This is an optimization exercise on Yosys and OpenROAD, whose aim is small area, a short achievable clock period and few clock cycles, not a production implementation. Function not checked in this run: the RTL went through the layout flow alone. No activity file was given, so power comes from the tool's default toggle rates.

==> flow/design.v <==
`default_nettype none
package automaton_pkg;
  typedef logic [8-1:0]        ste_vec_t;        
  typedef logic [8-1:0]     symbol_t;
  typedef logic [10-1:0]     wb_adr_t;
  typedef logic [32-1:0]    wb_data_t;        
  typedef logic [$clog2(8)-1:0] ste_idx_t;
  typedef logic [16-1:0] report_count_t;
  typedef enum logic {
    BUS_IDLE,
    BUS_ACK
  } bus_state_t;
endpackage
`default_nettype wire
`default_nettype none
module wb_config_port (
  input  logic                          cyc,
  input  logic                          stb,
  input  logic                          we,
  input  automaton_pkg::wb_adr_t        adr,
  output automaton_pkg::wb_data_t       dat_r,
  output logic                          ack,
  output logic                          cfg_we,
  output logic                          step,
  output logic                          clear,
  input  automaton_pkg::ste_vec_t       active,
  input  automaton_pkg::report_count_t  report_count
);
  logic req;
  logic wr;
  assign req = cyc && stb;
  assign ack = req;
  assign wr  = req && we;
  assign cfg_we = wr && (adr[10-1:7] == '0);
  assign step   = wr && (adr == 10'h200);
  assign clear  = wr && (adr == 10'h203);
  always_comb begin
    dat_r = '0;
    if (adr == 10'h201) dat_r[8-1:0]        = active;
    if (adr == 10'h202)  dat_r[16-1:0] = report_count;
  end
endmodule
`default_nettype wire
`default_nettype none
module ste_cell #(
  parameter int STE_ID = 0
) (
  input  logic                     clk,
  input  logic                     rst,
  input  logic                     cfg_we,
  input  logic [3:0]               cfg_ofs,
  input  logic [2:0]               cfg_ste,
  input  automaton_pkg::wb_data_t  wdata,      
  input  logic [255:0]             sym_oh,     
  output logic                     class_bit,
  output automaton_pkg::ste_vec_t  succ,
  output logic                     start,
  output logic                     rep
);
  automaton_pkg::wb_data_t class_q [8];   
  logic [255:0]            class_flat;
  logic                    sel;
  assign sel = cfg_we && (cfg_ste == 3'(STE_ID));
  for (genvar k = 0; k < 8; k++) begin : g_word
    always_ff @(posedge clk) begin
      if (rst || (sel && cfg_ofs == 4'(k))) class_q[k] <= wdata;
    end
    assign class_flat[32*k +: 32] = class_q[k];
  end
  always_ff @(posedge clk) begin
    if (rst || (sel && cfg_ofs == 4'd8)) succ <= wdata[8-1:0];
    if (rst || (sel && cfg_ofs == 4'd9)) begin
      start <= wdata[0];
      rep   <= wdata[1];
    end
  end
  assign class_bit = |(class_flat & sym_oh);
endmodule
`default_nettype wire
`default_nettype none
module activation_router (
  input  logic                          clk,
  input  logic                          rst,
  input  logic                          step,
  input  logic                          clear,
  input  automaton_pkg::ste_vec_t       class_bits,   
  input  logic [8*8-1:0]      succ,         
  input  automaton_pkg::ste_vec_t       start,
  input  automaton_pkg::ste_vec_t       rep,
  output automaton_pkg::ste_vec_t       active,
  output automaton_pkg::report_count_t  report_count,
  output logic                          report
);
  automaton_pkg::ste_vec_t match;
  automaton_pkg::ste_vec_t next_active;
  logic                    any_hit;
  assign match = (active | start) & class_bits;
  always_comb begin
    next_active = '0;
    for (int i = 0; i < 8; i++) begin
      if (match[i]) next_active = next_active | succ[i*8 +: 8];
    end
  end
  assign any_hit = |(match & rep);
  always_ff @(posedge clk) begin
    if (rst || clear) begin
      active       <= '0;
      report       <= 1'b0;
      report_count <= '0;
    end else if (step) begin
      active <= next_active;
      report <= any_hit;
      if (any_hit) begin
        report_count <= report_count + 1'b1;   
      end
    end else begin
      report <= 1'b0;   
    end
  end
endmodule
`default_nettype wire
`default_nettype none
module automaton_top (
  input  logic                     clk,
  input  logic                     rst,
  input  logic                     cyc,
  input  logic                     stb,
  input  logic                     we,
  input  automaton_pkg::wb_adr_t   adr,
  input  automaton_pkg::wb_data_t  dat_w,
  output automaton_pkg::wb_data_t  dat_r,
  output logic                     ack,
  output logic                     report
);
  logic                         cfg_we;
  logic                         step;
  logic                         clear;
  automaton_pkg::wb_data_t      wdata;
  logic [255:0]                 sym_oh;
  logic [31:0]                  lo_oh;
  logic [7:0]                   hi_oh;
  automaton_pkg::ste_vec_t      class_bits;
  logic [8*8-1:0]     succ;             
  automaton_pkg::ste_vec_t      start;
  automaton_pkg::ste_vec_t      rep;
  automaton_pkg::ste_vec_t      active;
  automaton_pkg::report_count_t report_count;
  wb_config_port port_i (
    .cyc          (cyc),
    .stb          (stb),
    .we           (we),
    .adr          (adr),
    .dat_r        (dat_r),
    .ack          (ack),
    .cfg_we       (cfg_we),
    .step         (step),
    .clear        (clear),
    .active       (active),
    .report_count (report_count)
  );
  assign wdata = rst ? '0 : dat_w;
  for (genvar b = 0; b < 32; b++) begin : g_lo
    assign lo_oh[b] = (dat_w[4:0] == 5'(b));
  end
  for (genvar k = 0; k < 8; k++) begin : g_hi
    assign hi_oh[k] = (dat_w[7:5] == 3'(k));
  end
  for (genvar s = 0; s < 256; s++) begin : g_sym
    assign sym_oh[s] = hi_oh[s / 32] && lo_oh[s % 32];
  end
  for (genvar g = 0; g < 8; g++) begin : g_ste
    ste_cell #(
      .STE_ID (g)
    ) cell_i (
      .clk       (clk),
      .rst       (rst),
      .cfg_we    (cfg_we),
      .cfg_ofs   (adr[3:0]),
      .cfg_ste   (adr[6:4]),
      .wdata     (wdata),
      .sym_oh    (sym_oh),
      .class_bit (class_bits[g]),
      .succ      (succ[g*8 +: 8]),
      .start     (start[g]),
      .rep       (rep[g])
    );
  end
  activation_router router_i (
    .clk        (clk),
    .rst        (rst),
    .step       (step),
    .clear      (clear),
    .class_bits (class_bits),
    .succ       (succ),
    .start      (start),
    .rep        (rep),
    .active       (active),
    .report_count (report_count),
    .report     (report)
  );
endmodule
`default_nettype wire
==> flow/run.sh <==
#!/bin/bash
# synth_recipe.tcl (not shown) runs the flow's synth.tcl, then flattens the netlist and writes it again
# the make line also repeats each setting of config.mk as NAME=value (left out here)
make -C /OpenROAD-flow-scripts/flow DESIGN_CONFIG=/design/flow/config.mk WORK_HOME=/design/flow/orfs CLKGATE_MAP_FILE= SYNTH_SCRIPT=/design/flow/synth_recipe.tcl finish
==> flow/config.mk <==
export PLATFORM = sky130hd
export DESIGN_NAME = automaton_top
export DESIGN_NICKNAME = automaton_top
export VERILOG_FILES = /design/flow/design.v
export SDC_FILE = /design/flow/constraint.sdc
export NUM_CORES = 4
export LEC_CHECK = 0
export CAP_MARGIN = 20
export CORE_MARGIN = 2
export CORE_UTILIZATION = 40
export SETUP_SLACK_MARGIN = 2.3
export SLEW_MARGIN = 20
==> flow/constraint.sdc <==
create_clock -name core_clock -period 5.0 [get_ports {clk}]
set_input_delay 1.0000 -clock core_clock [delete_from_list [all_inputs] [get_ports {clk}]]
set_output_delay 1.0000 -clock core_clock [all_outputs]
set_load 0.01 [all_outputs]
==> out/qor.yml <==
swShare: 0.2451
io_pins: 81
synth_edf_count: 2128
p_switching_w: 0.01028
nets: 6161
r2r_start: "g_ste[2].cell_i.class_q[6][7]"
cp.depth: 17
power_w: 0.04194
netlist_area_um2: 85120
slew_viol_final: 0
ctsHtreeMaxLevel: 4
hold-worst-slack_ps: 487.9
rrSetupSlack_ps: 950
outcome: "finished clean"
crit_required_ps: 5790
grt_pass1_vias: 56876
finClkSkew_ps: 38.34
antenna_found_initial: 36
pwr-share-seq: 0.520
internal-power_w: 0.03166
multi_input_area_um2: 21690
tightestPinTransition_ps: 1334
die_area_um2: 216500
coreArea_um2: 211900
cts_root_buf: "clkbuf_16"
die_w_um: 465.3
maxSlewHeadroom: 0.1039
ys_ff_latch: 2153
dr.pass1.iters: 6
drt-initial-drc-count: 13473
row_count: 169
layout-drive-gt1-share: 0.2811
hold_class: "flip-flop to flip-flop"
clkSinkCount: 2153
p_comb_frac: 0.094
crit_start: "dat_w[2]"
crit_buf_inv: 7
setup_viol: 0
clk_latency_ps: 910
crit_fanout: 17
post-route-period-util: 0.8149
endpoint: "router_i.report"
grtUsageTotal: 0.3632
syn_area_per_cell_um2: 16.25
critPathCaptureType: "flip-flop"
max-cap-violations: 0
yosysWarnings: 18
seq_area_um2: 64400
p_per_area_nw_per_um2: 389.5
syn_to_final_growth_pct: 26.50
wl_per_cell_um: 44.09
max_clock_freq_mhz: 245.4
grt_overflow: 0
setup_ws_ps: 925.3
regToRegEndpoint: "router_i.report"
critPathMaxStageDelay_ps: 660
vias_per_cell: 6.896
grt_pass1_wl_mm: 527.2
drt-total-wl_mm: 403.0
synth_cell_types: 99
portBuffers: 64
period_needed_ps: 4075
gp_congestion: 1.045
initial_core_util: 0.4017
hold_buffers: 0
cp.arrival_ps: 4870
ff2ff_path_depth: 13
drtAntennaViolNets: 0
min-delay-start: "router_i.report_count[7]"
grt_start_max_net_pins: 70
ctsLongestPathBuffers: 3
netlist_instances: 5239
p_leak_nw: 37.11
path_clk_slew_ps: 60
power_frac_clock: 0.387
cp_slowest_cell: "nor4_4"
cp-start-kind: "primary input"
drc: 0
synthFlopType: "edfxtp_1"
crit_family: "simple AND/OR/NAND/NOR gates"
hold_viol_final: 0
cts_buffers: 214
dp_cells: 8559
cts_tree: "yes"
path_class: "primary input to flip-flop"
crit_chain: "buf_16 -> buf_4 -> and2_4 -> buf_12 -> buf_4 -> and3_1 -> nor4_2 -> o22a_1 -> nand4b_1 -> nor4_4 -> buf_4 -> a211oi_2 -> a2111oi_4 -> buf_6 -> buf_12 -> a21oi_4 -> and2_1"
cp_common_cell: "buf_4"
final_cells: 9139
die_y_um: 465.3
nFillCells: 17392
ys_seq_area_frac: 0.7566
place_ws_ps: -606.9
rsz0062_at_grt: "yes"
vias: 63023
dp_hpwl_mm: 252.9
async_flop_share: 0
vdd_ir_drop_max_v: 0.0003096
## placed cells by master (no fill, tap or decap), drive strengths merged, types with 47 or more instances in the layout
| cell | n |
|---|---|
| a22oi | 261 |
| a21oi | 124 |
| mux2i | 215 |
| nor2b | 48 |
| clkinv | 100 |
| nor4 | 57 |
| nand3 | 472 |
| nand4 | 113 |
| edfxtp | 2128 |
| nand2 | 140 |
| nor3 | 47 |
| buf | 983 |
| and3 | 122 |
| a22o | 67 |
| nor2 | 121 |
| a21o | 47 |
| mux2 | 73 |
| o22ai | 60 |
| o21ai | 63 |
| clkbuf | 271 |
## timing repair
| item | in CTS | in global routing |
|---|---|---|
| setup endpoints to repair | 1632 | 1035 |
| gates cloned | 12 | 6 |
| pin swaps | 94 | 50 |
| setup buffers | 102 | 37 |
| resized for setup | 485 | 141 |
## power by group through the flow
stage / registers (W) / logic, W / clock network (W)
finish: 0.0218 / 0.00393 / 0.0162
global route: 0.0219 / 0.00387 / 0.0168
CTS: 0.0218 / 0.00368 / 0.0162
detailed placement: 0.0221 / 0.00342 / 0
global placement: 0.0221 / 0.00340 / 0
floorplan: 0.0220 / 0.00139 / 0
## Yosys cell counts (all sizes together), types with 22 or more instances
library cell / count / share of area
edfxtp: 2128 / 0.75
nand3: 472 / 0.028
a22oi: 261 / 0.023
buf: 225 / 0.016
mux2i: 215 / 0.025
clkbuf: 159 / 0.0070
nand2: 140 / 0.0062
a21oi: 124 / 0.0077
and3: 122 / 0.0090
nor2: 121 / 0.0055
nand4: 113 / 0.0083
mux2: 73 / 0.0097
a22o: 67 / 0.0069
o21ai: 63 / 0.0037
o22ai: 60 / 0.0044
nor4: 57 / 0.0047
nor2b: 48 / 0.0035
nor3: 47 / 0.0028
a21o: 43 / 0.0038
a31oi: 43 / 0.0034
a2111oi: 42 / 0.0051
a221oi: 40 / 0.0042
o21bai: 40 / 0.0035
a32oi: 39 / 0.0040
o211ai: 32 / 0.0028
a222oi: 30 / 0.0035
nor3b: 30 / 0.0026
a32o: 26 / 0.0031
and2: 26 / 0.0019
dfxtp: 25 / 0.0059
nand2b: 24 / 0.0018
a41oi: 22 / 0.0023
## registers in the layout, summed over array words and instances, names as in the netlist
register               cells
router_i.report_count     16
g_ste.cell_i.rep           8
g_ste.cell_i.class_q    2048
g_ste.cell_i.start         8
router_i.report            1
g_ste.cell_i.succ         64
router_i.active            8
## kinds of logic after synthesis
group                      synth area share
AOI/OAI and AO/OA                   0.09425
buffers and inverters               0.02346
DFF                                  0.7566
adders and majority gates         0.0001470
and+or+nand+nor                     0.08945
other                            0.00004406
muxes                               0.03604
## per-layer routing
layer | track usage | routed length [um] | share of wire
met5 | 0 | 67 | 0.00017
met3 | 0.1090 | 61750 | 0.15
met4 | 0.2401 | 33270 | 0.083
met2 | 0.5179 | 167400 | 0.42
met1 | 0.4799 | 140500 | 0.35
## metrics by stage
stage          utilization  instance area [um^2]  setup TNS, ps
5_1_grt             0.5080                107600              0
6_report            0.5082                107700              0
2_1_floorplan            -                 86110              0
3_3_place_gp        0.4566                 96740         -24950
3_5_place_dp        0.4568                 96780         -13540
4_1_cts             0.5030                106600              0
## worst min-delay path by stage
stage / endpoint / slack [ps] / cells after the start
final: router_i.report_count[7] / 490 / 2
after global routing: router_i.report_count[4] / 520 / 2
after CTS: router_i.report_count[15] / 480 / 2
after detailed placement: router_i.report_count[15] / 470 / 2
after global placement: router_i.report_count[15] / 470 / 2
after floorplan: router_i.report_count[15] / 440 / 2
## worst reg2reg max path, delay by kind of cell, from the launching register on
| kind | cells | cell delay [ps] |
|---|---|---|
| AOI/OAI and AO/OA | 5 | 1270 |
| DFF | 1 | 360 |
| buffers and inverters | 3 | 590 |
| and+or+nand+nor | 4 | 1180 |
| muxes | 1 | 550 |
## final cells by class
class,count,area share
Inverter,9,0.0003602
Antenna cell,24,0.0005578
Multi-Input combinational cell,2712,0.2014
Clock buffer,265,0.05210
Sequential cell,2153,0.5981
Timing Repair Buffer,1023,0.1024
Tap cell,2821,0.03278
Clock inverter,132,0.01228

## port drivers added, routing unchanged
In the flow no input, the clock included, has a driving cell. The finished layout below was timed again as built, in two steps. Step 1, drivers: a clkbuf_16 drives clk and a buf_2 each remaining input, both assumed. Step 2 moves the port delays by t, midway between the first and last clock arrival at a register: inputs arrive t later, outputs are due t later. That takes back most of the time a late clock gives input paths. Three values: no drivers, after step 1, after step 2; two values: the first two.
t (ns): 0.992
setup WS [ns]: 0.925 / 0.880 / -0.113
worst hold slack (ns): 0.488 / 0.488 / 0.488
worst setup path after step 2: input to register
slew at the worst register clock pin (ns): 0.07 / 0.07
With both steps, setup timing fails in this run, where it was met with ideal ports. For this run, drivers alone change the setup slack by -0.045 ns; drivers and shift together by -1.038 ns.
